Source: an optimization exercise on an open RTL-to-GDS flow (aim: small area). Production flows keep margins and buffers that such runs may drop.
Only simulation tests tie the RTL to the original design; equivalence was not proved.

[design/flow/flow/run.sh]
#!/bin/bash
# Own flow: the standard layout (standard.sh) with these changes:
#  - synthesis maps the logic with a stronger area-oriented ABC script
#    (flow/abc_area2.script); everything before ABC, including flip-flop mapping and
#    register names, is the standard synthesis;
#  - port buffers are the smallest buffer (every port still gets one);
#  - clock tree: clkbuf_8 only, sink clusters of at most 16 sinks within 60 um, and
#    no dummy loads.
set -euo pipefail
W=$(pwd)
SCRIPT="$W/flow/abc_area2.script"
# my_synth.tcl = synth_recipe.tcl plus a wrapper for abc that swaps in our script
{
  head -n 1 synth_recipe.tcl
  echo "proc abc {args} { set i [lsearch -exact \$args -script]; if {\$i >= 0} { lset args [expr {\$i + 1}] {$SCRIPT} }; yosys abc {*}\$args }"
  tail -n +2 synth_recipe.tcl
} > my_synth.tcl
sed "s#SYNTH_SCRIPT=[^ ]*synth_recipe.tcl#SYNTH_SCRIPT=$W/my_synth.tcl#" standard.sh > my_standard.sh
grep -q "SYNTH_SCRIPT=$W/my_synth.tcl" my_standard.sh
export BUFFER_PORTS_ARGS="-buffer_cell sky130_fd_sc_hd__buf_1"
export CTS_ARGS="-sink_clustering_enable -repair_clock_nets -dont_use_dummy_load -buf_list sky130_fd_sc_hd__clkbuf_8 -sink_clustering_size 16 -sink_clustering_max_diameter 60"
bash my_standard.sh > "$W/standard_flow.log" 2>&1
[design/flow/standard.sh]
#!/bin/bash
# synth_recipe.tcl (not shown) runs the flow's synth.tcl, then flattens the netlist and writes it again
# the make line also repeats each setting of config.mk as NAME=value (left out here)
make -C /OpenROAD-flow-scripts/flow DESIGN_CONFIG=/design/flow/config.mk WORK_HOME=/design/flow/orfs CLKGATE_MAP_FILE= SYNTH_SCRIPT=/design/flow/synth_recipe.tcl "${@:-finish}"
[design/flow/design.v]
module chi_aiu_occ_monitor #(
  parameter int N_OTT = 32,
  parameter int N_STT = 32,
  parameter int AGE_W = 16,
  localparam int OCW  = $clog2(N_OTT + 1),
  localparam int SCW  = $clog2(N_STT + 1),
  localparam int NMAX = (N_OTT > N_STT) ? N_OTT : N_STT,
  localparam int IW   = (NMAX > 1) ? $clog2(NMAX) : 1
) (
  input  logic             clk,
  input  logic             resetn,
  input  logic [N_OTT-1:0] ott_entry_validvec,
  input  logic [N_STT-1:0] stt_entry_validvec,
  input  logic             starv_mode,
  input  logic             clear,
  input  logic [AGE_W-1:0] timeout_thresh,
  output logic [OCW-1:0]   ott_count,
  output logic [SCW-1:0]   stt_count,
  output logic [OCW-1:0]   ott_hwm,
  output logic [SCW-1:0]   stt_hwm,
  output logic             ott_full,
  output logic             stt_full,
  output logic             timeout_err,
  output logic             timeout_is_stt,
  output logic [IW-1:0]    timeout_idx,
  output logic [7:0]       timeout_cnt,
  output logic [15:0]      starv_cycles,
  output logic [7:0]       starv_entries,
  output logic             dbg_starv_state
);
  localparam int NE = N_OTT + N_STT;
  localparam int SW = 17;
  localparam logic [SW-1:0] INV  = 17'ha954;   
  localparam logic [SW-1:0] KDET = 17'ha954;   
  function automatic logic [3:0] f_p_u(input logic [3:0] s);
    case (s)
      4'd0: f_p_u = 4'd7;
      4'd1: f_p_u = 4'd15;
      4'd2: f_p_u = 4'd14;
      4'd3: f_p_u = 4'd12;
      4'd4: f_p_u = 4'd15;
      4'd5: f_p_u = 4'd14;
      4'd6: f_p_u = 4'd12;
      4'd7: f_p_u = 4'd8;
      4'd8: f_p_u = 4'd14;
      4'd9: f_p_u = 4'd12;
      4'd10: f_p_u = 4'd8;
      4'd11: f_p_u = 4'd1;
      4'd12: f_p_u = 4'd12;
      4'd13: f_p_u = 4'd8;
      4'd14: f_p_u = 4'd1;
      4'd15: f_p_u = 4'd2;
      default: f_p_u = '0;
    endcase
  endfunction
  function automatic logic [3:0] f_p_row0(input logic [1:0] h);
    case (h)
      2'd0: f_p_row0 = 4'b0001;
      2'd1: f_p_row0 = 4'b1101;
      2'd2: f_p_row0 = 4'b0111;
      2'd3: f_p_row0 = 4'b1000;
      default: f_p_row0 = '0;
    endcase
  endfunction
  function automatic logic [3:0] f_p_row1(input logic [1:0] h);
    case (h)
      2'd0: f_p_row1 = 4'b0010;
      2'd1: f_p_row1 = 4'b0011;
      2'd2: f_p_row1 = 4'b1110;
      2'd3: f_p_row1 = 4'b1001;
      default: f_p_row1 = '0;
    endcase
  endfunction
  function automatic logic [3:0] f_p_row2(input logic [1:0] h);
    case (h)
      2'd0: f_p_row2 = 4'b0100;
      2'd1: f_p_row2 = 4'b0110;
      2'd2: f_p_row2 = 4'b0101;
      2'd3: f_p_row2 = 4'b1011;
      default: f_p_row2 = '0;
    endcase
  endfunction
  function automatic logic [3:0] f_p_row3(input logic [1:0] h);
    case (h)
      2'd0: f_p_row3 = 4'b1000;
      2'd1: f_p_row3 = 4'b1100;
      2'd2: f_p_row3 = 4'b1010;
      2'd3: f_p_row3 = 4'b1111;
      default: f_p_row3 = '0;
    endcase
  endfunction
  function automatic logic [4:0] f_q_u(input logic [4:0] s);
    case (s)
      5'd0: f_q_u = 5'd15;
      5'd1: f_q_u = 5'd31;
      5'd2: f_q_u = 5'd30;
      5'd3: f_q_u = 5'd28;
      5'd4: f_q_u = 5'd24;
      5'd5: f_q_u = 5'd17;
      5'd6: f_q_u = 5'd3;
      5'd7: f_q_u = 5'd6;
      5'd8: f_q_u = 5'd31;
      5'd9: f_q_u = 5'd30;
      5'd10: f_q_u = 5'd28;
      5'd11: f_q_u = 5'd24;
      5'd12: f_q_u = 5'd17;
      5'd13: f_q_u = 5'd3;
      5'd14: f_q_u = 5'd6;
      5'd15: f_q_u = 5'd13;
      5'd16: f_q_u = 5'd30;
      5'd17: f_q_u = 5'd28;
      5'd18: f_q_u = 5'd24;
      5'd19: f_q_u = 5'd17;
      5'd20: f_q_u = 5'd3;
      5'd21: f_q_u = 5'd6;
      5'd22: f_q_u = 5'd13;
      5'd23: f_q_u = 5'd27;
      5'd24: f_q_u = 5'd28;
      5'd25: f_q_u = 5'd24;
      5'd26: f_q_u = 5'd17;
      5'd27: f_q_u = 5'd3;
      5'd28: f_q_u = 5'd6;
      5'd29: f_q_u = 5'd13;
      5'd30: f_q_u = 5'd27;
      5'd31: f_q_u = 5'd23;
      default: f_q_u = '0;
    endcase
  endfunction
  function automatic logic [4:0] f_q_row0(input logic [1:0] h);
    case (h)
      2'd0: f_q_row0 = 5'b00001;
      2'd1: f_q_row0 = 5'b01110;
      2'd2: f_q_row0 = 5'b00110;
      2'd3: f_q_row0 = 5'b01101;
      default: f_q_row0 = '0;
    endcase
  endfunction
  function automatic logic [4:0] f_q_row1(input logic [1:0] h);
    case (h)
      2'd0: f_q_row1 = 5'b00010;
      2'd1: f_q_row1 = 5'b11100;
      2'd2: f_q_row1 = 5'b01100;
      2'd3: f_q_row1 = 5'b11010;
      default: f_q_row1 = '0;
    endcase
  endfunction
  function automatic logic [4:0] f_q_row2(input logic [1:0] h);
    case (h)
      2'd0: f_q_row2 = 5'b00100;
      2'd1: f_q_row2 = 5'b10001;
      2'd2: f_q_row2 = 5'b11000;
      2'd3: f_q_row2 = 5'b11101;
      default: f_q_row2 = '0;
    endcase
  endfunction
  function automatic logic [4:0] f_q_row3(input logic [1:0] h);
    case (h)
      2'd0: f_q_row3 = 5'b01000;
      2'd1: f_q_row3 = 5'b01011;
      2'd2: f_q_row3 = 5'b11001;
      2'd3: f_q_row3 = 5'b10011;
      default: f_q_row3 = '0;
    endcase
  endfunction
  function automatic logic [4:0] f_q_row4(input logic [1:0] h);
    case (h)
      2'd0: f_q_row4 = 5'b10000;
      2'd1: f_q_row4 = 5'b10110;
      2'd2: f_q_row4 = 5'b11011;
      2'd3: f_q_row4 = 5'b01111;
      default: f_q_row4 = '0;
    endcase
  endfunction
  function automatic logic [6:0] f_r_u(input logic [4:0] s);
    case (s)
      5'd0: f_r_u = 7'd63;
      5'd1: f_r_u = 7'd127;
      5'd2: f_r_u = 7'd126;
      5'd3: f_r_u = 7'd124;
      5'd4: f_r_u = 7'd120;
      5'd5: f_r_u = 7'd112;
      5'd6: f_r_u = 7'd96;
      5'd7: f_r_u = 7'd64;
      5'd8: f_r_u = 7'd1;
      5'd9: f_r_u = 7'd2;
      5'd10: f_r_u = 7'd4;
      5'd11: f_r_u = 7'd8;
      5'd12: f_r_u = 7'd16;
      5'd13: f_r_u = 7'd32;
      5'd14: f_r_u = 7'd65;
      5'd15: f_r_u = 7'd3;
      5'd16: f_r_u = 7'd127;
      5'd17: f_r_u = 7'd126;
      5'd18: f_r_u = 7'd124;
      5'd19: f_r_u = 7'd120;
      5'd20: f_r_u = 7'd112;
      5'd21: f_r_u = 7'd96;
      5'd22: f_r_u = 7'd64;
      5'd23: f_r_u = 7'd1;
      5'd24: f_r_u = 7'd2;
      5'd25: f_r_u = 7'd4;
      5'd26: f_r_u = 7'd8;
      5'd27: f_r_u = 7'd16;
      5'd28: f_r_u = 7'd32;
      5'd29: f_r_u = 7'd65;
      5'd30: f_r_u = 7'd3;
      5'd31: f_r_u = 7'd6;
      default: f_r_u = '0;
    endcase
  endfunction
  function automatic logic [6:0] f_r_row0(input logic [2:0] h);
    case (h)
      3'd0: f_r_row0 = 7'b0000001;
      3'd1: f_r_row0 = 7'b0111100;
      3'd2: f_r_row0 = 7'b1011100;
      3'd3: f_r_row0 = 7'b1000010;
      3'd4: f_r_row0 = 7'b1101100;
      3'd5: f_r_row0 = 7'b1001101;
      3'd6: f_r_row0 = 7'b1111011;
      3'd7: f_r_row0 = 7'b0111101;
      default: f_r_row0 = '0;
    endcase
  endfunction
  function automatic logic [6:0] f_r_row1(input logic [2:0] h);
    case (h)
      3'd0: f_r_row1 = 7'b0000010;
      3'd1: f_r_row1 = 7'b1111000;
      3'd2: f_r_row1 = 7'b1111001;
      3'd3: f_r_row1 = 7'b1000101;
      3'd4: f_r_row1 = 7'b0011001;
      3'd5: f_r_row1 = 7'b1011011;
      3'd6: f_r_row1 = 7'b0110111;
      3'd7: f_r_row1 = 7'b1111010;
      default: f_r_row1 = '0;
    endcase
  endfunction
  function automatic logic [6:0] f_r_row2(input logic [2:0] h);
    case (h)
      3'd0: f_r_row2 = 7'b0000100;
      3'd1: f_r_row2 = 7'b0110001;
      3'd2: f_r_row2 = 7'b0110011;
      3'd3: f_r_row2 = 7'b1001011;
      3'd4: f_r_row2 = 7'b0110010;
      3'd5: f_r_row2 = 7'b1110111;
      3'd6: f_r_row2 = 7'b1101110;
      3'd7: f_r_row2 = 7'b0110101;
      default: f_r_row2 = '0;
    endcase
  endfunction
  function automatic logic [6:0] f_r_row3(input logic [2:0] h);
    case (h)
      3'd0: f_r_row3 = 7'b0001000;
      3'd1: f_r_row3 = 7'b1100010;
      3'd2: f_r_row3 = 7'b1100110;
      3'd3: f_r_row3 = 7'b1010111;
      3'd4: f_r_row3 = 7'b1100100;
      3'd5: f_r_row3 = 7'b0101111;
      3'd6: f_r_row3 = 7'b0011101;
      3'd7: f_r_row3 = 7'b1101010;
      default: f_r_row3 = '0;
    endcase
  endfunction
  function automatic logic [6:0] f_r_row4(input logic [2:0] h);
    case (h)
      3'd0: f_r_row4 = 7'b0010000;
      3'd1: f_r_row4 = 7'b0000101;
      3'd2: f_r_row4 = 7'b0001101;
      3'd3: f_r_row4 = 7'b1101111;
      3'd4: f_r_row4 = 7'b0001001;
      3'd5: f_r_row4 = 7'b1011110;
      3'd6: f_r_row4 = 7'b0111010;
      3'd7: f_r_row4 = 7'b0010101;
      default: f_r_row4 = '0;
    endcase
  endfunction
  function automatic logic [6:0] f_r_row5(input logic [2:0] h);
    case (h)
      3'd0: f_r_row5 = 7'b0100000;
      3'd1: f_r_row5 = 7'b0001010;
      3'd2: f_r_row5 = 7'b0011010;
      3'd3: f_r_row5 = 7'b0011111;
      3'd4: f_r_row5 = 7'b0010010;
      3'd5: f_r_row5 = 7'b1111101;
      3'd6: f_r_row5 = 7'b1110100;
      3'd7: f_r_row5 = 7'b0101010;
      default: f_r_row5 = '0;
    endcase
  endfunction
  function automatic logic [6:0] f_r_row6(input logic [2:0] h);
    case (h)
      3'd0: f_r_row6 = 7'b1000000;
      3'd1: f_r_row6 = 7'b0010100;
      3'd2: f_r_row6 = 7'b0110100;
      3'd3: f_r_row6 = 7'b0111110;
      3'd4: f_r_row6 = 7'b0100100;
      3'd5: f_r_row6 = 7'b0111011;
      3'd6: f_r_row6 = 7'b0101001;
      3'd7: f_r_row6 = 7'b1010100;
      default: f_r_row6 = '0;
    endcase
  endfunction
  function automatic logic [SW-1:0] f_step(input logic [SW-1:0] s, input logic lock);
    logic [SW-1:0] n;
    n[0]     = ~s[0];
    n[4:1]   = lock ? 4'hF : {s[3:1], ~(s[4] ^ s[3])};
    n[9:5]   = {s[8:5], ~(s[9] ^ s[7])};
    n[16:10] = {s[15:10], ~(s[16] ^ s[15])};
    f_step = n;
  endfunction
  logic [NE-1:0]    w_v;
  logic [SW-1:0]    r_st [NE];
  logic [SW-1:0]    w_nst [NE];
  logic [15:0]      r_gage;
  logic [SW-1:0]    w_tgt;
  logic [5:0]       w_sum15;
  logic [6:0]       w_sum31;
  logic [8:0]       w_sum127a;
  logic [7:0]       w_sum127;
  logic [6:0]       w_r_u, w_r_y;
  logic [3:0]       w_p_u, w_p_y;
  logic [4:0]       w_q_u, w_q_y;
  logic             w_thr_nz, w_fresh_hit;
  logic [NE-1:0]    w_evt;
  logic [OCW-1:0]   r_ott_count, r_ott_hwm, w_ott_pop;
  logic [SCW-1:0]   r_stt_count, r_stt_hwm, w_stt_pop;
  logic             w_any_evt, w_cap_stt;
  logic [IW-1:0]    w_cap_idx;
  logic             r_tmo_err, r_tmo_is_stt;
  logic [IW-1:0]    r_tmo_idx;
  logic [7:0]       r_tmo_cnt;
  assign w_v = {stt_entry_validvec, ott_entry_validvec};
  assign w_thr_nz  = (timeout_thresh != '0);
  assign w_sum15   = 6'(timeout_thresh[3:0]) + 6'(timeout_thresh[7:4]) +
                     6'(timeout_thresh[11:8]) + 6'(timeout_thresh[15:12]);
  assign w_sum31   = 7'(timeout_thresh[4:0]) + 7'(timeout_thresh[9:5]) +
                     7'(timeout_thresh[14:10]) + 7'(timeout_thresh[15]);
  assign w_sum127a = 9'(timeout_thresh[6:0]) + 9'(timeout_thresh[13:7]) +
                     9'(timeout_thresh[15:14]);
  assign w_sum127  = 8'(w_sum127a[6:0]) + 8'(w_sum127a[8:7]);
  always_comb begin
    w_tgt[0]     = ~timeout_thresh[0];
    w_p_u        = f_p_u({w_sum15[5:4], w_sum15[1:0]});
    w_p_y[0]     = ^(f_p_row0(w_sum15[3:2]) & w_p_u);
    w_p_y[1]     = ^(f_p_row1(w_sum15[3:2]) & w_p_u);
    w_p_y[2]     = ^(f_p_row2(w_sum15[3:2]) & w_p_u);
    w_p_y[3]     = ^(f_p_row3(w_sum15[3:2]) & w_p_u);
    w_tgt[4:1]   = ~w_p_y;
    w_q_u        = f_q_u({w_sum31[6:5], w_sum31[2:0]});
    w_q_y[0]     = ^(f_q_row0(w_sum31[4:3]) & w_q_u);
    w_q_y[1]     = ^(f_q_row1(w_sum31[4:3]) & w_q_u);
    w_q_y[2]     = ^(f_q_row2(w_sum31[4:3]) & w_q_u);
    w_q_y[3]     = ^(f_q_row3(w_sum31[4:3]) & w_q_u);
    w_q_y[4]     = ^(f_q_row4(w_sum31[4:3]) & w_q_u);
    w_tgt[9:5]   = w_thr_nz ? ~w_q_y : 5'h1F;
    w_r_u        = f_r_u({w_sum127[7], w_sum127[3:0]});
    w_r_y[0]     = ^(f_r_row0(w_sum127[6:4]) & w_r_u);
    w_r_y[1]     = ^(f_r_row1(w_sum127[6:4]) & w_r_u);
    w_r_y[2]     = ^(f_r_row2(w_sum127[6:4]) & w_r_u);
    w_r_y[3]     = ^(f_r_row3(w_sum127[6:4]) & w_r_u);
    w_r_y[4]     = ^(f_r_row4(w_sum127[6:4]) & w_r_u);
    w_r_y[5]     = ^(f_r_row5(w_sum127[6:4]) & w_r_u);
    w_r_y[6]     = ^(f_r_row6(w_sum127[6:4]) & w_r_u);
    w_tgt[16:10] = ~w_r_y;
  end
  assign w_fresh_hit = ({1'b0, r_gage} + 17'd1) == {1'b0, timeout_thresh};
  always_ff @(posedge clk or negedge resetn) begin
    if (!resetn) r_gage <= '0;
    else if (r_gage != '1) r_gage <= r_gage + 16'd1;
  end
  always_comb begin
    for (int i = 0; i < NE; i++)
      w_nst[i] = w_v[i] ? (f_step(r_st[i] ^ INV, (r_st[i] ^ INV) == KDET) ^ INV) : INV;
  end
  always_ff @(posedge clk or negedge resetn) begin
    if (!resetn) begin
      for (int i = 0; i < NE; i++) r_st[i][4:1] <= 4'hF ^ INV[4:1];
    end else begin
      for (int i = 0; i < NE; i++) r_st[i][4:1] <= w_nst[i][4:1];
    end
  end
  always_ff @(posedge clk) begin
    for (int i = 0; i < NE; i++) begin
      r_st[i][0]     <= w_nst[i][0];
      r_st[i][SW-1:5] <= w_nst[i][SW-1:5];
    end
  end
  logic [SW-1:0] w_tgs;
  logic [SW-1:0] w_eqb [NE];
  assign w_tgs = w_tgt ^ INV;
  always_comb begin
    for (int i = 0; i < NE; i++) begin
      w_eqb[i] = ~(r_st[i] ^ w_tgs);
      w_eqb[i][0] = (r_st[i][0] & w_tgs[0]) | (w_nst[i][0] & ~w_tgs[0]);
      for (int j = 5; j < 9; j++)
        w_eqb[i][j] = (r_st[i][j] & w_tgs[j]) | (w_nst[i][j+1] & ~w_tgs[j]);
      for (int j = 10; j < 16; j++)
        w_eqb[i][j] = (r_st[i][j] & w_tgs[j]) | (w_nst[i][j+1] & ~w_tgs[j]);
      w_evt[i] = w_v[i] && (((r_st[i][4:1] ^ INV[4:1]) == 4'hF) ? w_fresh_hit : (&w_eqb[i]));
    end
    w_any_evt = |w_evt;
  end
  always_comb begin
    w_ott_pop = '0;
    for (int i = 0; i < N_OTT; i++) w_ott_pop = w_ott_pop + OCW'(ott_entry_validvec[i]);
    w_stt_pop = '0;
    for (int i = 0; i < N_STT; i++) w_stt_pop = w_stt_pop + SCW'(stt_entry_validvec[i]);
  end
  logic [NE-1:0] w_pe_any;
  logic [5:0]    w_pe_idx [NE];
  always_comb begin
    for (int j = 0; j < NE; j++) begin
      w_pe_any[j] = w_evt[j];
      w_pe_idx[j] = '0;
    end
    for (int l = 0; l < 6; l++)
      for (int j = 0; j < (NE >> (l + 1)); j++) begin
        w_pe_idx[j] = w_pe_any[2*j] ? w_pe_idx[2*j] : (w_pe_idx[2*j+1] | (6'd1 << l));
        w_pe_any[j] = w_pe_any[2*j] | w_pe_any[2*j+1];
      end
    w_cap_stt = w_pe_idx[0][5];
    w_cap_idx = w_pe_idx[0][IW-1:0];
  end
  always_ff @(posedge clk or negedge resetn) begin
    if (!resetn) begin
      r_ott_count  <= '0;
      r_stt_count  <= '0;
      r_ott_hwm    <= '0;
      r_stt_hwm    <= '0;
      r_tmo_err    <= 1'b0;
      r_tmo_is_stt <= 1'b0;
      r_tmo_idx    <= '0;
      r_tmo_cnt    <= '0;
    end else begin
      r_ott_count <= w_ott_pop;
      r_stt_count <= w_stt_pop;
      if (clear) begin
        r_ott_hwm    <= '0;
        r_stt_hwm    <= '0;
        r_tmo_err    <= 1'b0;
        r_tmo_is_stt <= 1'b0;
        r_tmo_idx    <= '0;
        r_tmo_cnt    <= '0;
      end else begin
        if (w_ott_pop > r_ott_hwm) r_ott_hwm <= w_ott_pop;
        if (w_stt_pop > r_stt_hwm) r_stt_hwm <= w_stt_pop;
        if (w_any_evt && !r_tmo_err) begin
          r_tmo_err    <= 1'b1;
          r_tmo_is_stt <= w_cap_stt;
          r_tmo_idx    <= w_cap_idx;
        end
        if (w_any_evt && (r_tmo_cnt != 8'hFF)) r_tmo_cnt <= r_tmo_cnt + 8'd1;
      end
    end
  end
  assign ott_count      = r_ott_count;
  assign stt_count      = r_stt_count;
  assign ott_hwm        = r_ott_hwm;
  assign stt_hwm        = r_stt_hwm;
  assign ott_full       = r_ott_count[OCW-1];
  assign stt_full       = r_stt_count[SCW-1];
  assign timeout_err    = r_tmo_err;
  assign timeout_is_stt = r_tmo_is_stt;
  assign timeout_idx    = r_tmo_idx;
  assign timeout_cnt    = r_tmo_cnt;
  typedef enum logic {ST_IDLE = 1'b0, ST_STARVED = 1'b1} starv_state_t;
  starv_state_t r_starv_state;
  logic [15:0]  r_starv_cycles;
  logic [7:0]   r_starv_entries;
  always_ff @(posedge clk or negedge resetn) begin
    if (!resetn) begin
      r_starv_state   <= ST_IDLE;
      r_starv_cycles  <= '0;
      r_starv_entries <= '0;
    end else begin
      case (r_starv_state)
        ST_IDLE:    if (starv_mode)  r_starv_state <= ST_STARVED;
        ST_STARVED: if (!starv_mode) r_starv_state <= ST_IDLE;
        default:                     r_starv_state <= ST_IDLE;
      endcase
      if (clear) begin
        r_starv_cycles  <= '0;
        r_starv_entries <= '0;
      end else begin
        if ((r_starv_state == ST_IDLE) && starv_mode && (r_starv_entries != 8'hFF))
          r_starv_entries <= r_starv_entries + 8'd1;
        if ((r_starv_state == ST_STARVED) && (r_starv_cycles != 16'hFFFF))
          r_starv_cycles <= r_starv_cycles + 16'd1;
      end
    end
  end
  assign starv_cycles    = r_starv_cycles;
  assign starv_entries   = r_starv_entries;
  assign dbg_starv_state = r_starv_state;
endmodule
[design/flow/config.mk]
export PLATFORM = sky130hd
export DESIGN_NAME = chi_aiu_occ_monitor
export DESIGN_NICKNAME = chi_aiu_occ_monitor
export VERILOG_FILES = /design/flow/design.v
export SDC_FILE = /design/flow/constraint.sdc
export NUM_CORES = 4
export LEC_CHECK = 0
export ABC_AREA = 1
export CAP_MARGIN = 20
export CORE_MARGIN = 2
export CORE_UTILIZATION = 35
export PLACE_DENSITY = 0.55
export SLEW_MARGIN = 20
[design/flow/flow/abc_area2.script]
strash
balance; rewrite; refactor; balance; rewrite; rewrite -z; balance; refactor -z; rewrite -z; balance
balance; rewrite; refactor; balance; rewrite; rewrite -z; balance; refactor -z; rewrite -z; balance
dch -f
amap
topo
stime -c
dnsize -c
[design/flow/constraint.sdc]
create_clock -name core_clock -period 12.0 [get_ports {clk}]
set_input_delay 2.4000 -clock core_clock [delete_from_list [all_inputs] [get_ports {clk}]]
set_output_delay 2.4000 -clock core_clock [all_outputs]
set_load 0.01 [all_outputs]
==> results of run 1 <==
[cells by family (layout without fill, tap and decap cells)]
group	count (synthesis)	count (layout)	share of synthesized area (%)
buf+inv	683	1104	4.79
compound gates	1841	1841	23.3
other cells	0	4	0
xor+xnor	1	1	0.0163
fa+ha+maj	208	208	5.78
simple gates	2318	2318	19.0
flops	1168	1168	47.0
[synthesized netlist by cell type, types with 24 or more instances]
cell	number
nor3_1	122
a211oi_1	98
a2111oi_0	29
a221o_1	24
clkinv_1	681
a221oi_1	24
dfstp_2	128
o221ai_1	80
ha_1	142
nor4_1	158
dfrtp_1	208
o21a_1	24
nand2_1	464
a222oi_1	51
o22a_1	114
o211ai_1	26
or4_1	133
a21oi_1	215
dfxtp_1	832
a22oi_1	113
fa_1	66
o2111ai_1	88
o21bai_1	25
a22o_1	35
o21ai_0	386
o22ai_1	452
nor2_1	1198
nand4_1	67
nand3_1	125
[cell type report]
class	count	share of cell area (%)
diodes	4	0.0166
clock buffers	112	2.56
inverters	681	4.32
multi-input cells	4368	43.3
flip-flops and latches	1168	41.9
well taps	2030	4.22
repair buffers	311	3.67
[per-layer routing]
metal | vias to the layer above | track usage [%] | routed length (microns)
met3 | 414 | 3.80 | 16100
met1 | 25024 | 34.3 | 87800
li1 | 23742 | - | -
met2 | 2329 | 40.6 | 93300
met4 | 4 | 9.23 | 6990
met5 | - | 0 | 29
[path summary, 6_finish.rpt]
check	depth (start not counted)	slack (ns)	to
hold / removal	1	0.35	r_st[56][15]
setup reg to reg	34	3.30	r_tmo_cnt[7]
max in group asynchronous	3	8.19	r_tmo_cnt[1]
setup / recovery	43	0.73	r_tmo_idx[1]
min in group asynchronous	1	1.61	r_st[52][2]
hold reg to reg	1	0.35	r_st[56][15]
[flip-flops by register name, summed over array words and instances, names as in the netlist, 5 cells and up]
signal	cells
r_starv_entries	8
r_stt_hwm	6
r_ott_hwm	6
r_ott_count	6
r_gage	16
r_stt_count	6
r_starv_cycles	16
r_st	1088
r_tmo_cnt	8
r_tmo_idx	5
==> impl_results.md, run 1 <==
- Starting Density: 35.3%
- Wire per inst: 23.5 microns
- Crit. Startpoint: timeout_thresh[0]
- Post-Syn Area per Cell: 8.63 sq um
- Top_reg_cell synth: dfxtp_1
- Min-delay src: r_st[56][14]
- Die W: 395 microns
- Critical path capture point type: flip-flop
- Setup Skew: between 0.1 and 0.15 ns
- Fmax: 88.8 MHz
- Critical path arrival: between 10 and 15 ns
- RSZ-0062 raised after global routing: no
- Initial DRC Count: 5683
- Clock Path Buffers: 3
- Most frequent cells in the layout: nor2_1 (1197), dfxtp_1 (832), clkinv_1 (666), nand2_1 (464), o22ai_1 (452)
- Synth Cell Area: 53600 sq um
- Multi-input gate area: 26000 sq um
- Min Tclk post-route: 11.27 ns
- Setup WS pre-CTS: -0.0583 ns
- Area Growth Syn to Fin: 12.1%
- Reg2reg start: r_gage[0]
- Post-Place Cells: 8558
- Port buffer count: around 150
- Skew-Pair Late Insertion Delay: 0.89 ns
- Congestion Overflow GR: 0
- Largest fanout on the critical path: 18
- Clock sink count: 1168
- Critical path type: input pin to flip-flop
- First-pass GRT wire length: 307 mm
- Slowest cell on crit path: a21oi_1
- Final Non-Filler Cells: 8674
- Core Util, Final: 39.5%
- Dpl hpwl: 135 mm
- Die area: 156000 sq um
- NumNets Final: between 6k and 7k
- Post-CTS sizing: 0
- Highest cell delay on the worst timing path: 0.69 ns
- Status: no timing/DRC/antenna violations
- Row count: approximately 140
- Synth Warn #: 5
- Sequential share of the synthesized area: 47.0%
- DR vias: a little over 50k
- Endpoints failing setup: 0
- CTS hold repair buffers: 0
- Vias/cell: between 5 and 6
- Final WS setup: 0.734 ns
- Top-area cell type share of the netlist area: 31.0%
- Syn nets: 6511
- EDFF count, synth: 0
- Most common cell after layout, fill and taps aside: nor2_1
- Post-synthesis register bit count: 1168
- Number of global-route vias before repair: slightly below 50k
- Gpl congestion: 0.884
- Crit path buffers/inverters: 7
- GRT Total Usage: 25.3%
- # DRC: 0
- Antenna violations before repair: 9
- Library cells used by synthesis: 52
- Max-slew violations: 0
- CTS tree: yes
- Setup TNS: 0 ns
- CP top delay family: compound AO/OA/AOI/OAI gates
- Slew Limit Headroom: 34.7%
- Worst Hold Class: flip-flop to flip-flop
- Core Box Area: 152000 sq um
- Die H: 395 microns
- Setup bufs post-CTS: 0
- Reg clk slew, reported paths: 0.10 ns
- Max-capacitance violation count: 0
- Fillers: 15.4k
- Area leader, netlist: dfxtp_1
- Synth Instances: 6219
- Final Cycle Share: 93.9%
- Register area: about 25000 sq um
- Worst Hold Slack: 0.346 ns
- Design area: 60100 sq um
- Layout cells sized above 1: 6.57%
- Final Hold Vio Count: 0
- Synth top area cells: dfxtp_1 (31%), dfrtp_1 (9.7%), nor2_1 (8.4%)
- H-tree depth: 3
- CP required: 12.81 ns
- Slew @ Worst Pin: 0.979 ns
- CTS buffer count: roughly 110
- Setup crit start kind: input pin
- Num ports: 150
- TritonRoute pass-1 iters: 7
- FFs w/ async S/R, synth: 28.8%
- Antenna viol nets, final: 0
- Drt total wl: 204 mm
- Dpl cell area: 58600 sq um
- Root buffer cell: clkbuf_8
- Pin count of the biggest net entering global routing: 123
==> inputs of run 2 (changes only) <==
--- a/design/flow/flow/abc_area2.script
+++ b/design/flow/flow/abc_area2.script
@@ -6,3 +6,5 @@
 topo
 stime -c
+buffer -c
+upsize -c
 dnsize -c
==> run 2 against run 1 <==
  * Routed wire length grew 2.5%
  * Non-clock buffer count shrank 40
  * Via count grew 0.66%
  * Count of clock-buffer cells in the layout shrank 8
  * Critical endpoint unchanged
  * Sequential share of layout area grew 0.14 points
  * Clock skew shrank 0.043 ns
  * Fmax grew 3.5%
==> impl_results.md, run 2 <==
- Multiplexer share of the synthesized area: 0% (unchanged)
- Synth Warn #: 5 (unchanged)
- CP required: 12.69 ns (-0.12 ns)
- Setup TNS: 0 ns (unchanged)
- Highest cell delay on the worst timing path: 0.47 ns (-0.22 ns)
- Congestion Overflow GR: 0 (unchanged)
- Root buffer cell: clkbuf_8
- Setup bufs post-CTS: 0 (unchanged)
- Cell count of the worst reg-to-reg path: 30 (-12%)
- Port buffer count: 149 (unchanged)
- Reg-to-Reg End: r_tmo_idx[2]
- CP Capture Point: r_tmo_idx[1]
- Setup Skew: 0.0995 ns (-0.0435 ns)
- Design area: 59900 sq um (-0.33%)
- First-pass GRT wire length: 309 mm (+0.80%)
- CTS tree: yes
- Post-synth top cells: nor2_1 (1189), dfxtp_1 (832), inv_1 (650), nand2_1 (462), o22ai_1 (450)
- Endpoints failing setup: 0 (unchanged)
- Area leader, netlist: dfxtp_1
- Min Tclk post-route: 10.88 ns (-0.386 ns)
- EDFF count, synth: 0 (unchanged)
- Largest fanout on the critical path: 15 (-3)
- Most common cell in the synthesized netlist: nor2_1
- Largest family of logic cells by synthesized area: compound AO/OA/AOI/OAI gates
- Max-capacitance violation count: 0 (unchanged)
- CTS hold repair buffers: 0 (unchanged)
- Crit. Startpoint: timeout_thresh[14]
- Worst Hold Slack: 0.362 ns (+0.0162 ns)
- Library cells used by synthesis: 80 (+54%)
- Vias/cell: 5.98 (+0.69%)
- Dpl cell area: 58500 sq um (-0.17%)
- DR vias: 51.9k (+0.66%)
- Area Growth Syn to Fin: 8.20%
- Post-CTS sizing: 0 (unchanged)
- Critical path type: input pin to flip-flop
- Clock Path Buffers: 3 (unchanged)
- CTS buffer count: 104 (-7.1%)
- GRT Total Usage: 24.9% (-0.37 points)
- Reg2reg start: r_gage[0]
- TritonRoute pass-1 iters: 9 (+2)
- H-tree depth: 3 (unchanged)
- Die W: 402 microns (+1.6%)
- Setup crit start kind: input pin
- # DRC: 0 (unchanged)
- Layout cells sized above 1: 6.98% (+0.41 points)
- Post-Syn Area per Cell: 8.50 sq um (-1.5%)
- Fmax: 91.9 MHz (+3.5%)
- Critical path arrival: 11.58 ns (-0.50 ns)
- Post-synthesis register bit count: 1168 (unchanged)
- RSZ-0062 raised after global routing: no
- Slew @ Worst Pin: 1.04 ns (+0.0566 ns)
- Max-slew violations: 0 (unchanged)
- Max FFs per register: 1088 (unchanged)
- Synth top area cells: dfxtp_1 (30%), dfrtp_1 (9.4%), nor2_1 (8.1%)
- Final Cycle Share: 90.7% (-3.2 points)
- Biggest regs: r_st x1088, r_gage x16, r_starv_cycles x16
- Post-synthesis adder-cell area fraction: 5.59% (-0.18 points)
- Status: no timing/DRC/antenna violations
- Final Hold Vio Count: 0 (unchanged)
- Wire per inst: 24.1 microns (+2.6%)
- Gpl congestion: 0.905 (+2.3%)
- Reg clk slew, reported paths: 0.09 ns (about the same)
- CP dominant cell by count: nor2_1
- Antenna violations before repair: 15 (+6)
- Complex-gate fraction of the synthesized area: 22.9% (-0.50 points)
- Initial DRC Count: 6295 (+11%)
- Most common cell after layout, fill and taps aside: nor2_1
- Core Box Area: 158000 sq um (+3.8%)
- Clock sink count: 1168 (unchanged)
- Sequential share of the synthesized area: 45.5% (-1.5 points)
- FFs w/ async S/R, synth: 28.8% (unchanged)
- Number of global-route vias before repair: 48.9k (-1.5%)
- Worst Hold Class: flip-flop to flip-flop
- Die H: 402 microns (+1.6%)
- Row count: 146 (+2.1%)
- Top_reg_cell synth: dfxtp_1
- Reg with most FFs: r_st
- Slew Limit Headroom: 31.0% (-3.8 points)
- NumNets Final: 6886 (-0.69%)
- Synth Cell Area: 55400 sq um (+3.3%)
- Synth Instances: 6521 (+4.9%)
- Skew-Pair Late Insertion Delay: 0.86 ns (-0.03 ns)
- Slowest cell on crit path: fa_1
- Starting Density: 35.1% (-0.17 points)
- Die area: 162000 sq um (+3.3%)
- Antenna viol nets, final: 0 (unchanged)
- XOR/XNOR Fraction of Synth Area: 0.0158% (-0.00052 points)
- Most frequent cells in the layout: nor2_1 (1189), dfxtp_1 (832), inv_1 (648), nand2_1 (462), o22ai_1 (450)
- Pin count of the biggest net entering global routing: 102 (-17%)
- Synth Area in Simple Gates: 18.6% (-0.48 points)
- Dpl hpwl: 137 mm (+1.4%)
- Critical path capture point type: flip-flop
- Drt total wl: 209 mm (+2.5%)
- Num ports: 150 (unchanged)
- Fillers: 16.1k (+4.5%)
- Worst R2R Setup Slack: 3.99 ns (+0.69 ns)
- Syn nets: 6813 (+4.6%)
- Top-area cell type share of the netlist area: 30.1% (-0.99 points)
[run 2: changes by cell type after synthesis, moves of 27 or more]
cell	change
clkbuf_1	+121
o21ai_0	-57
clkinv_1	-670
o21ai_1	+48
buf_4	+28
inv_1	+650
buf_1	+27
buf_2	+103
[run 2: kinds of logic (layout without fill, tap and decap cells)]
| group | Yosys count | after routing |
|---|---|---|
| and+or+nand+nor | 2318 | 2318 |
| other | 0 | 7 |
| AOI/OAI and AO/OA | 1841 | 1841 |
| DFF | 1168 | 1168 |
| buffers and inverters | 985 | 1056 |
| xor gates and xnor gates | 1 | 1 |
| adders and majority gates | 208 | 208 |
[run 2: layout make-up]
type / instances / area, sq um / share of cell area (%)
Multi-Input combinational cell: 4368 / 26200 / 43.7
Sequential cell: 1168 / 25200 / 42.1
Inverter: 681 / 2600 / 4.34
Tap cell: 2072 / 2590 / 4.32
Timing Repair Buffer: 271 / 1860 / 3.10
Clock buffer: 104 / 1430 / 2.39
Antenna cell: 7 / 17.5 / 0.0292
[run 2: critical path: cells and delay by family]
family          cells  cell delay (ns)
compound gates     12             2.20
fa+ha+maj           6             2.17
buf+inv             7             1.42
simple gates       19             3.36
[run 2: how the worst min path moves through the flow]
stage | depth (start not counted) | from | slack (ns) | endpoint
global placement | 1 | r_st[14][2] | 0.40 | r_st[14][3]
CTS | 1 | r_st[7][2] | 0.37 | r_st[7][3]
finish | 1 | r_st[7][2] | 0.36 | r_st[7][3]
detailed placement | 1 | r_st[14][2] | 0.41 | r_st[14][3]
floorplan | 1 | r_st[12][2] | 0.38 | r_st[12][3]
global route | 1 | r_st[7][2] | 0.38 | r_st[7][3]
[run 2: through the flow]
step / std cells / setup slack (ns) / utilization, %
global route: 8669 / 0.416 / 38.0
finish: 8671 / 1.12 / 38.0
floorplan: 6521 / 2.30 / -
CTS: 8664 / 1.23 / 38.0
global placement: 8560 / 0.426 / 37.1
detailed placement: 8560 / 0.335 / 37.1
[run 2: metal layers]
| metal | up-vias | GRT usage (%) | share of wire (%) |
|---|---|---|---|
| met1 | 25265 | 34.8 | 44 |
| li1 | 23537 | - | - |
| met2 | 2566 | 38.6 | 44 |
| met5 | - | 0 | 0.044 |
| met4 | 14 | 8.75 | 3.5 |
| met3 | 471 | 4.36 | 8.7 |
==> inputs of run 3 (changes only) <==
==> design/flow/flow/abc_area2.script (replaced) <==
strash
balance; rewrite; refactor; balance; rewrite; rewrite -z; balance; refactor -z; rewrite -z; balance
balance; rewrite; refactor; balance; rewrite; rewrite -z; balance; refactor -z; rewrite -z; balance
balance; rewrite; refactor; balance; rewrite; rewrite -z; balance; refactor -z; rewrite -z; balance
balance; rewrite; refactor; balance; rewrite; rewrite -z; balance; refactor -z; rewrite -z; balance
dch -f
amap
topo
stime -c
buffer -c
upsize -c
dnsize -c
--- a/design/flow/config.mk
+++ b/design/flow/config.mk
@@ -9,5 +9,5 @@
 export CAP_MARGIN = 20
 export CORE_MARGIN = 2
-export CORE_UTILIZATION = 35
-export PLACE_DENSITY = 0.55
+export CORE_UTILIZATION = 60
+export PLACE_DENSITY = 0.72
 export SLEW_MARGIN = 20
==> run 3 against run 2 <==
  * Critical path depth shrank 2
  * Core utilization increased by 26 points
  * Synthesized cell count shrank 0.64%
  * Via count rose by 0.41%
  * Fmax is 3.5% lower
  * Non-clock buffer count is 30 lower
  * First-iteration DRC count rose by 27%
  * Critical path type unchanged
==> impl_results.md, run 3 <==
- Dpl cell area: 56300 sq um (-3.7%)
- CP top delay family: compound AO/OA/AOI/OAI gates
- Reg2reg start: r_gage[0]
- Biggest regs: r_st x1088, r_gage x16, r_starv_cycles x16
- Top-area cell type share of the netlist area: 30.6% (+0.50 points)
- Num ports: 150 (unchanged)
- GRT Total Usage: 38.9% (+14 points)
- Endpoints failing setup: 0 (unchanged)
- H-tree depth: 3 (unchanged)
- Area leader, netlist: dfxtp_1
- Final Hold Vio Count: 0 (unchanged)
- CTS buffer count: 100 (-3.8%)
- Critical path capture point type: flip-flop
- Status: no timing/DRC/antenna violations
- Max FFs per register: 1088 (unchanged)
- Starting Density: 60.5% (+25 points)
- Setup Skew: 0.0930 ns (-0.00646 ns)
- Vias/cell: 6.77 (+13%)
- Worst Hold Class: flip-flop to flip-flop
- FFs w/ async S/R, synth: 28.8% (unchanged)
- Die H: 305 microns (-24%)
- TritonRoute pass-1 iters: 8 (-1)
- Reg with most FFs: r_st
- Number of global-route vias before repair: 48.5k (-0.92%)
- NumNets Final: 6803 (-1.2%)
- # DRC: 0 (unchanged)
- Design area: 57700 sq um (-3.7%)
- Slew Limit Headroom: 26.1% (-4.9 points)
- Top_reg_cell synth: dfxtp_1
- Clock Path Buffers: 3 (unchanged)
- Layout cells sized above 1: 6.67% (-0.31 points)
- Wire per inst: 24.4 microns (+0.90%)
- Gpl congestion: 0.986 (+8.9%)
- Critical path type: input pin to flip-flop
- Die W: 305 microns (-24%)
- Area Growth Syn to Fin: 5.92%
- Port buffer count: 149 (unchanged)
- Slowest cell on crit path: a21oi_1
- Skew-Pair Late Insertion Delay: 0.81 ns (-0.05 ns)
- Drt total wl: 187 mm (-11%)
- Crit path buffers/inverters: 7 (unchanged)
- Critical path arrival: 11.93 ns (+0.35 ns)
- Initial DRC Count: 8024 (+27%)
- Syn nets: 6771 (-0.62%)
- Dpl hpwl: 119 mm (-13%)
- Antenna violations before repair: 11 (-4)
- Clock sink count: 1168 (unchanged)
- Crit. Startpoint: timeout_thresh[1]
- Synth top area cells: dfxtp_1 (31%), dfrtp_1 (9.6%), nor2_1 (8.6%)
- Root buffer cell: clkbuf_8
- CP required: 12.65 ns (-0.04 ns)
- Most frequent cells in the layout: nor2_1 (1247), dfxtp_1 (832), o22ai_1 (639), inv_1 (545), nand2_1 (440)
- Slew @ Worst Pin: 1.10 ns (+0.0689 ns)
- Highest cell delay on the worst timing path: 0.63 ns (+0.16 ns)
- Antenna viol nets, final: 0 (unchanged)
- Post-synthesis register bit count: 1168 (unchanged)
- Pin count of the biggest net entering global routing: 148 (+45%)
- Library cells used by synthesis: 80 (unchanged)
- RSZ-0062 raised after global routing: no
- Most common cell in the synthesized netlist: nor2_1
- CTS tree: yes
- Most common cell after layout, fill and taps aside: nor2_1
- Max-capacitance violation count: 0 (unchanged)
- Synth Warn #: 5 (unchanged)
- First-pass GRT wire length: 283 mm (-8.6%)
- Max-slew violations: 0 (unchanged)
- CP dominant cell by count: nor2_1
- Setup bufs post-CTS: 0 (unchanged)
- Largest fanout on the critical path: 22 (+7)
- Sequential share of the synthesized area: 46.3% (+0.76 points)
- Synth Cell Area: 54500 sq um (-1.6%)
- Reg clk slew, reported paths: 0.11 ns (+0.02 ns)
- Post-Syn Area per Cell: 8.41 sq um (-1.0%)
- Setup TNS: 0 ns (unchanged)
- CTS hold repair buffers: 0 (unchanged)
- Post-synth top cells: nor2_1 (1248), dfxtp_1 (832), o22ai_1 (639), inv_1 (548), nand2_1 (440)
- Fmax: 88.7 MHz (-3.5%)
- Worst R2R Setup Slack: 3.74 ns (-0.25 ns)
- DR vias: 52.1k (+0.41%)
- Final Cycle Share: 94.0% (+3.3 points)
- Min Tclk post-route: 11.28 ns (+0.395 ns)
- Post-CTS sizing: 0 (unchanged)
- EDFF count, synth: 0 (unchanged)
- Row count: 110 (-25%)
- Min-delay src: r_st[12][2]
- Die area: 93300 sq um (-42%)
- Congestion Overflow GR: 0 (unchanged)
- Setup crit start kind: input pin
- Synth Instances: 6479 (-0.64%)
- Core Box Area: 90000 sq um (-43%)
==> run 3: cell count changes after synthesis, moves of 34 or more <==
cell       delta
a222oi_1     -42
nor3_1       +34
o21ai_0      -42
a21oi_1      +45
o2111ai_1    -43
o22a_1       -93
or4_1        -47
nor2_1       +59
clkbuf_1     +40
inv_1       -102
o22ai_1     +189
==> run 3: final timing paths <==
path                       depth (start not counted)                 end
setup / recovery                                  42        r_tmo_idx[2]
hold / removal                                     1         r_st[12][3]
setup reg to reg                                  32        r_tmo_idx[1]
hold reg to reg                                    1         r_st[12][3]
max in group asynchronous                          3  r_starv_entries[2]
min in group asynchronous                          1         r_st[42][2]
==> run 3: kinds of logic after synthesis <==
logic type               synth area share (%)
XOR/XNOR                               0.0321
AND/OR/NAND/NOR                          19.3
adder cells (fa/ha/maj)                  5.68
buffers and inverters                    6.46
flip-flops                               46.3
AO/OA/AOI/OAI                            22.2
==> run 3: worst register-to-register path, delay by kind of cell (launching register included) <==
family                     cells  cell delay, ns
AOI/OAI and AO/OA              6            1.65
and+or+nand+nor               15            4.35
DFF                            1            0.41
buffers and inverters         10            1.68
adders and majority gates      1            0.19
==> run 3: layout make-up <==
class                           instances  area (sq um)
Clock buffer                          100          1380
Multi-Input combinational cell       4417         25900
Timing Repair Buffer                  241          1500
Antenna cell                            5          12.5
Inverter                              583          2220
Fill cell                            7841         32300
Tap cell                             1176          1470
Sequential cell                      1168         25200
==> run 3: metrics by stage <==
step	hold WS [ns]	setup slack (ns)	util, %	std cells
after global routing	0.400	0.0733	64.1	7688
after global placement	0.405	0.348	62.6	7585
after CTS	0.393	0.940	64.1	7685
after detailed placement	0.412	0.121	62.6	7585
final	0.381	0.725	64.1	7690
after floorplan	0.384	2.37	-	6479
==> run 3: routing by layer <==
layer,share of wire (%),routed length [microns],vias to the layer above,track usage [%]
met5,0.052,98,-,0
met4,4.4,8250,16,16.2
met3,13,24000,572,9.33
met2,42,79500,3520,58.1
met1,40,75500,24576,54.1
li1,-,-,23381,-
==> inputs of run 4 (changes only) <==
--- a/design/flow/flow/run.sh
+++ b/design/flow/flow/run.sh
@@ -5,5 +5,5 @@
 #    register names, is the standard synthesis;
 #  - port buffers are the smallest buffer (every port still gets one);
-#  - clock tree: clkbuf_8 only, sink clusters of at most 16 sinks within 60 um, and
+#  - clock tree: clkbuf_8 only, sink clusters of at most 16 sinks within 80 um, and
 #    no dummy loads.
 set -euo pipefail
@@ -19,4 +19,4 @@
 grep -q "SYNTH_SCRIPT=$W/my_synth.tcl" my_standard.sh
 export BUFFER_PORTS_ARGS="-buffer_cell sky130_fd_sc_hd__buf_1"
-export CTS_ARGS="-sink_clustering_enable -repair_clock_nets -dont_use_dummy_load -buf_list sky130_fd_sc_hd__clkbuf_8 -sink_clustering_size 16 -sink_clustering_max_diameter 60"
+export CTS_ARGS="-sink_clustering_enable -repair_clock_nets -dont_use_dummy_load -buf_list sky130_fd_sc_hd__clkbuf_8 -sink_clustering_size 16 -sink_clustering_max_diameter 80"
 bash my_standard.sh > "$W/standard_flow.log" 2>&1
==> design/flow/flow/abc_area2.script (replaced) <==
strash
balance; rewrite; refactor; balance; rewrite; rewrite -z; balance; refactor -z; rewrite -z; balance
balance; rewrite; refactor; balance; rewrite; rewrite -z; balance; refactor -z; rewrite -z; balance
dch -f
amap
topo
stime -c
buffer -c
upsize -c
dnsize -c
==> run 4 against run 3 <==
  * Die area rose by 1.6%
  * Largest cell class unchanged
  * Hold slack gained 0.0012 ns
  * Highest routed layer unchanged
  * Synthesized cell count rose by 0.65%
  * Count of clock-buffer cells in the layout is 17 lower
==> impl_results.md, run 4 <==
- Status: no timing/DRC/antenna violations
- Post-Syn Area per Cell: 8.50 sq um (+1.0%)
- Pin count of the biggest net entering global routing: 149 (+0.68%)
- Post-CTS sizing: 0 (unchanged)
- Reg with most FFs: r_st
- Number of global-route vias before repair: 48.7k (+0.39%)
- NumNets Final: 6836 (+0.49%)
- Num ports: 150 (unchanged)
- RSZ-0062 raised after global routing: no
- Reg-to-Reg End: r_tmo_cnt[7]
- Synth Cell Area: 55400 sq um (+1.7%)
- Core Util, Final: 63.7% (-0.43 points)
- Slew @ Worst Pin: 1.17 ns (+0.0606 ns)
- DR vias: 52.1k (+0.10%)
- Max-capacitance violation count: 0 (unchanged)
- Congestion Overflow GR: 0 (unchanged)
- Setup crit start kind: input pin
- Reg2reg start: r_gage[0]
- Root buffer cell: clkbuf_8
- Critical path arrival: 11.76 ns (-0.17 ns)
- Crit. Startpoint: timeout_thresh[8]
- Top_reg_cell synth: dfxtp_1
- Setup bufs post-CTS: 0 (unchanged)
- Clock Path Buffers: 3 (unchanged)
- Slew Limit Headroom: 22.0% (-4.1 points)
- Wire per inst: 24.2 microns (-0.58%)
- Antenna violations before repair: 17 (+6)
- Clock sink count: 1168 (unchanged)
- H-tree depth: 3 (unchanged)
- Port buffer count: 149 (unchanged)
- Initial DRC Count: 7706 (-4.0%)
- Gpl congestion: 0.978 (-0.77%)
- EDFF count, synth: 0 (unchanged)
- FFs w/ async S/R, synth: 28.8% (unchanged)
- TritonRoute pass-1 iters: 7 (-1)
- Syn nets: 6813 (+0.62%)
- Critical path type: input pin to flip-flop
- Most common cell in the synthesized netlist: nor2_1
- CP required: 12.66 ns (about the same)
- Antenna viol nets, final: 0 (unchanged)
- Post-synth top cells: nor2_1 (1189), dfxtp_1 (832), inv_1 (650), nand2_1 (462), o22ai_1 (450)
- Skew-Pair Late Insertion Delay: 0.79 ns (-0.02 ns)
- Core Box Area: 91500 sq um (+1.7%)
- Synth Warn #: 5 (unchanged)
- Sequential share of the synthesized area: 45.5% (-0.76 points)
- CP dominant cell by count: nor2_1
- Final Cycle Share: 92.6% (-1.4 points)
- Starting Density: 60.5% (about the same)
- Vias/cell: 6.73 (-0.57%)
- Synth Instances: 6521 (+0.65%)
- Dpl hpwl: 121 mm (+1.3%)
- Design area: 58300 sq um (+1.0%)
- Drt total wl: 187 mm (about the same)
- Setup Skew: 0.115 ns (+0.0221 ns)
- Die H: 308 microns (+0.82%)
- Layout cells sized above 1: 6.24% (-0.43 points)
- Area Growth Syn to Fin: 5.22%
- Endpoints failing setup: 0 (unchanged)
- Die W: 308 microns (+0.82%)
- Slowest cell on crit path: or4_1
- Highest cell delay on the worst timing path: 0.51 ns (-0.12 ns)
- Reg clk slew, reported paths: 0.11 ns (about the same)
- Area leader, netlist: dfxtp_1
- Library cells used by synthesis: 80 (unchanged)
- Final Hold Vio Count: 0 (unchanged)
- First-pass GRT wire length: 282 mm (-0.22%)
- Critical path capture point type: flip-flop
- Fmax: 90.0 MHz (+1.5%)
- CTS tree: yes
- Cell count of the worst reg-to-reg path: 31 (-3.1%)
- Max-slew violations: 0 (unchanged)
- CTS buffer count: 83 (-17%)
- # DRC: 0 (unchanged)
- Min Tclk post-route: 11.11 ns (-0.168 ns)
- Top-area cell type share of the netlist area: 30.1% (-0.50 points)
- Biggest regs: r_st x1088, r_gage x16, r_starv_cycles x16
- Worst R2R Setup Slack: 3.99 ns (+0.25 ns)
- CP Capture Point: r_tmo_idx[1]
- CTS hold repair buffers: 0 (unchanged)
- Synth top area cells: dfxtp_1 (30%), dfrtp_1 (9.4%), nor2_1 (8.1%)
- Die area: 94800 sq um (+1.6%)
- Row count: 111 (+0.91%)
- GRT Total Usage: 38.3% (-0.57 points)
- Most common cell after layout, fill and taps aside: nor2_1
- Post-synthesis register bit count: 1168 (unchanged)
- Max FFs per register: 1088 (unchanged)
- Most frequent cells in the layout: nor2_1 (1189), dfxtp_1 (832), inv_1 (648), nand2_1 (462), o22ai_1 (450)
- Setup TNS: 0 ns (unchanged)
- Worst Hold Class: flip-flop to flip-flop
- Dpl cell area: 57100 sq um (+1.4%)
- Largest fanout on the critical path: 21 (-4.5%)
==> run 4: layout make-up <==
| class | instances | area [sq um] |
|---|---|---|
| antenna | 14 | 35.0 |
| clock buffer | 83 | 1140 |
| fill | 7829 | 33200 |
| inverter | 681 | 2600 |
| multi-input combinational | 4368 | 26200 |
| sequential | 1168 | 25200 |
| tap | 1186 | 1480 |
| timing repair buffer | 242 | 1600 |
==> run 4: per-stage QoR <==
step / hold slack [ns] / setup WS [ns] / cells
6_report: 0.382 / 0.893 / 7742
5_1_grt: 0.386 / 0.220 / 7738
4_1_cts: 0.384 / 1.11 / 7728
3_5_place_dp: 0.404 / 0.265 / 7645
3_3_place_gp: 0.396 / 0.406 / 7645
2_1_floorplan: 0.384 / 2.30 / 6521
==> run 4: critical path: cells and delay by family <==
family                   cells  cell delay, ns
buffers and inverters        7            1.74
AND/OR/NAND/NOR             17            2.88
AO/OA/AOI/OAI               14            2.63
adder cells (fa/ha/maj)      6            2.08
==> run 4: worst min path at each step <==
stage                       from      endpoint  slack (ns)  depth (start not counted)
floorplan            r_st[12][2]   r_st[12][3]        0.38                          1
global placement      r_st[4][2]    r_st[4][3]        0.40                          1
detailed placement    r_st[4][2]    r_st[4][3]        0.40                          1
CTS                 r_st[34][12]  r_st[34][13]        0.38                          1
global route          r_st[8][2]    r_st[8][3]        0.39                          1
finish                r_st[8][2]    r_st[8][3]        0.38                          1
==> run 4: layer usage <==
layer | part of all wire [%] | GRT usage, % | routed length (microns)
met1 | 40 | 52.9 | 74100
met2 | 43 | 57.3 | 80800
met3 | 12 | 7.46 | 22500
met4 | 5.3 | 19.6 | 10000
met5 | 0.035 | 0 | 66
==> run 4: cells by family after synthesis <==
kind of cell,count (synthesis),synth area share [%]
flip-flops,1168,45.5
XOR/XNOR,1,0.0158
AO/OA/AOI/OAI,1841,22.9
AND/OR/NAND/NOR,2318,18.6
adder cells (fa/ha/maj),208,5.59
buffers and inverters,985,7.45
==> inputs of run 5 (changes only) <==
==> design/flow/flow/abc_area2.script (replaced) <==
strash
balance; rewrite; refactor; balance; rewrite; rewrite -z; balance; refactor -z; rewrite -z; balance
balance; rewrite; refactor; balance; rewrite; rewrite -z; balance; refactor -z; rewrite -z; balance
balance; rewrite; refactor; balance; rewrite; rewrite -z; balance; refactor -z; rewrite -z; balance
balance; rewrite; refactor; balance; rewrite; rewrite -z; balance; refactor -z; rewrite -z; balance
dch -f
amap
topo
stime -c
buffer -c
upsize -c
dnsize -c
==> run 5 against run 4 <==
  * Sequential cell count unchanged
  * Fmax down 1.9%
  * Core utilization up 0.18 points
  * Register-to-register slack worse by 0.24 ns
  * Global-route usage grew 0.55 points
  * Die area is 1.6% lower
  * First-iteration DRC count increased by 1.5%
  * Largest cell class unchanged
==> impl_results.md, run 5 <==
- First-pass GRT wire length: 283 mm (+0.22%)
- Top-area cell type share of the netlist area: 30.6% (+0.50 points)
- Die area: 93300 sq um (-1.6%)
- CTS buffer count: 83 (unchanged)
- Reg2reg start: r_gage[0]
- Reg-to-Reg End: r_tmo_idx[1]
- Port buffer count: 149 (unchanged)
- Initial DRC Count: 7821 (+1.5%)
- RSZ-0062 raised after global routing: no
- Slowest cell on crit path: a21oi_1
- Vias/cell: 6.79 (+0.89%)
- Max FFs per register: 1088 (unchanged)
- # DRC: 0 (unchanged)
- Post-synthesis register bit count: 1168 (unchanged)
- Cell count of the worst reg-to-reg path: 32 (+3.2%)
- Wire per inst: 24.4 microns (+0.71%)
- Post-Syn Area per Cell: 8.41 sq um (-1.0%)
- Critical path capture point type: flip-flop
- Reg clk slew, reported paths: 0.11 ns (about the same)
- DR vias: 52.1k (+0.033%)
- Clock Path Buffers: 3 (unchanged)
- CTS tree: yes
- Critical path type: input pin to flip-flop
- Endpoints failing setup: 0 (unchanged)
- Synth top area cells: dfxtp_1 (31%), dfrtp_1 (9.6%), nor2_1 (8.6%)
- Critical path arrival: 11.96 ns (+0.20 ns)
- Root buffer cell: clkbuf_8
- Area Growth Syn to Fin: 5.50%
- Core Box Area: 90000 sq um (-1.7%)
- Skew-Pair Late Insertion Delay: 0.81 ns (+0.02 ns)
- EDFF count, synth: 0 (unchanged)
- Library cells used by synthesis: 80 (unchanged)
- CTS hold repair buffers: 0 (unchanged)
- Biggest regs: r_st x1088, r_gage x16, r_starv_cycles x16
- Post-synth top cells: nor2_1 (1248), dfxtp_1 (832), o22ai_1 (639), inv_1 (548), nand2_1 (440)
- Setup Skew: 0.0627 ns (-0.0525 ns)
- CP required: 12.64 ns (-0.02 ns)
- Highest cell delay on the worst timing path: 0.64 ns (+0.13 ns)
- Dpl hpwl: 119 mm (-1.3%)
- Antenna viol nets, final: 0 (unchanged)
- Synth Warn #: 5 (unchanged)
- FFs w/ async S/R, synth: 28.8% (unchanged)
- Antenna violations before repair: 9 (-8)
- CP dominant cell by count: nor2_1
- Most frequent cells in the layout: nor2_1 (1247), dfxtp_1 (832), o22ai_1 (639), inv_1 (545), nand2_1 (440)
- Die W: 305 microns (-0.81%)
- Min Tclk post-route: 11.32 ns (+0.210 ns)
- Slew Limit Headroom: 24.7% (+2.8 points)
- Max-slew violations: 0 (unchanged)
- Min-delay src: r_st[33][5]
- Number of global-route vias before repair: 48.4k (-0.59%)
- Top_reg_cell synth: dfxtp_1
- TritonRoute pass-1 iters: 9 (+2)
- Final Hold Vio Count: 0 (unchanged)
- Slew @ Worst Pin: 1.13 ns (-0.0360 ns)
- Reg with most FFs: r_st
- Fmax: 88.4 MHz (-1.9%)
- Synth Cell Area: 54500 sq um (-1.6%)
- Post-CTS sizing: 0 (unchanged)
- Area leader, netlist: dfxtp_1
- Setup crit start kind: input pin
- Setup TNS: 0 ns (unchanged)
- Die H: 305 microns (-0.81%)
- Most common cell in the synthesized netlist: nor2_1
- NumNets Final: 6786 (-0.73%)
- Clock sink count: 1168 (unchanged)
- Gpl congestion: 0.986 (+0.78%)
- Row count: 110 (-0.90%)
- Final Cycle Share: 94.3% (+1.8 points)
- Syn nets: 6771 (-0.62%)
- Max-capacitance violation count: 0 (unchanged)
- Fillers: 7845 (+0.20%)
- Drt total wl: 187 mm (-0.15%)
- Num ports: 150 (unchanged)
- Setup bufs post-CTS: 0 (unchanged)
- Worst Hold Class: flip-flop to flip-flop
- Worst R2R Setup Slack: 3.75 ns (-0.24 ns)
- H-tree depth: 3 (unchanged)
- Hold Path End: r_st[33][6]
- Status: no timing/DRC/antenna violations
- Synth Instances: 6479 (-0.64%)
- Sequential share of the synthesized area: 46.3% (+0.76 points)
- Largest fanout on the critical path: 22 (+4.8%)
- Starting Density: 60.5% (about the same)
- Congestion Overflow GR: 0 (unchanged)
- Pin count of the biggest net entering global routing: 148 (-0.67%)
- Most common cell after layout, fill and taps aside: nor2_1
- GRT Total Usage: 38.9% (+0.55 points)
- Layout cells sized above 1: 6.42% (+0.19 points)
- Worst Hold Depth: 1 (unchanged)
[run 5: changes by cell type after synthesis, moves of 40 or more]
cell       previous run  this run
o22ai_1             450       639
inv_1               650       548
o22a_1              114        21
nor2_1             1189      1248
or4_1               133        86
a21oi_1             202       247
o2111ai_1            88        45
a222oi_1             51         9
o21ai_0             329       287
clkbuf_1            121       161
[run 5: metrics by stage]
step / instance area, sq um / hold WS [ns] / cells / util [%] / setup WS (ns)
global placement: 56300 / 0.405 / 7585 / 62.6 / 0.348
detailed placement: 56300 / 0.412 / 7585 / 62.6 / 0.121
CTS: 57500 / 0.413 / 7668 / 63.9 / 0.928
floorplan: 54500 / 0.384 / 6479 / - / 2.37
global route: 57500 / 0.430 / 7671 / 63.9 / 0.0727
finish: 57500 / 0.409 / 7676 / 63.9 / 0.682
[run 5: worst max-delay path by stage]
stage	cells past startpoint	to	startpoint	slack, ns
finish	42	r_tmo_idx[2]	timeout_thresh[8]	0.68
global placement	42	r_tmo_idx[4]	timeout_thresh[1]	0.35
CTS	42	r_tmo_cnt[1]	timeout_thresh[1]	0.93
global route	42	r_tmo_idx[2]	timeout_thresh[1]	0.07
floorplan	43	r_tmo_cnt[7]	timeout_thresh[1]	2.37
detailed placement	42	r_tmo_cnt[7]	timeout_thresh[1]	0.12
[run 5: cells by family after synthesis]
family                     share of synthesized area (%)
buffers and inverters                               6.46
AOI/OAI and AO/OA                                   22.2
adders and majority gates                           5.68
and+or+nand+nor                                     19.3
DFF                                                 46.3
xor gates and xnor gates                          0.0321
[run 5: per-layer routing]
layer | vias to the layer above | track usage, % | routed length, microns
met4 | 6 | 16.4 | 8760
met1 | 24520 | 53.9 | 74300
met2 | 3654 | 58.0 | 79100
met5 | - | 0 | 37
li1 | 23360 | - | -
met3 | 594 | 9.55 | 25000
[run 5: final cells by class]
type / instances / area, sq um / area share [%]
Multi-Input combinational cell: 4417 / 25900 / 45.1
Antenna cell: 8 / 20.0 / 0.0348
Sequential cell: 1168 / 25200 / 43.9
Timing Repair Buffer: 241 / 1500 / 2.60
Tap cell: 1176 / 1470 / 2.56
Clock buffer: 83 / 1140 / 1.99
Inverter: 583 / 2220 / 3.87
[run 5: worst max-delay path, delay by kind of cell]
family,cells,cell delay (ns)
buffers and inverters,7,1.35
AO/OA/AOI/OAI,14,3.43
AND/OR/NAND/NOR,16,2.96
adder cells (fa/ha/maj),5,1.81

what the ideal ports hide:
How much do the figures lean on ideal ports? The routed layouts below were timed once more, with nothing changed but the port constraints.
Step 1 (the two cells are an assumption about what drives the block):
set clk [get_ports {clk}]
set_driving_cell -lib_cell sky130_fd_sc_hd__clkbuf_16 $clk
set_driving_cell -lib_cell sky130_fd_sc_hd__buf_2 [delete_from_list [all_inputs] $clk]
Step 2 adds t to the input delays and takes it off the output delays; t is the mean of the earliest and latest rising clock arrival at the registers after step 1. Input paths then give back, and output paths get back, about the clock's delay inside the block.
Three values: ideal ports, drivers, drivers and shift; two values: the first two.
run	shift t [ns]	setup slack, ns	cell pins on the clock port's net
run 1	0.896	0.734 / 0.786 / -0.111	1
run 2	0.898	1.120 / 1.164 / 0.266	1
run 3	0.837	0.725 / 0.773 / -0.064	1
run 4	0.800	0.893 / 0.936 / 0.136	1
run 5	0.841	0.682 / 0.728 / -0.113	1
With both steps, setup timing fails in run 1, run 3 and run 5, where it was met with ideal ports. The setup slack of run 2, which loses most, moves by +0.044 ns with the drivers and by -0.854 ns with both steps.
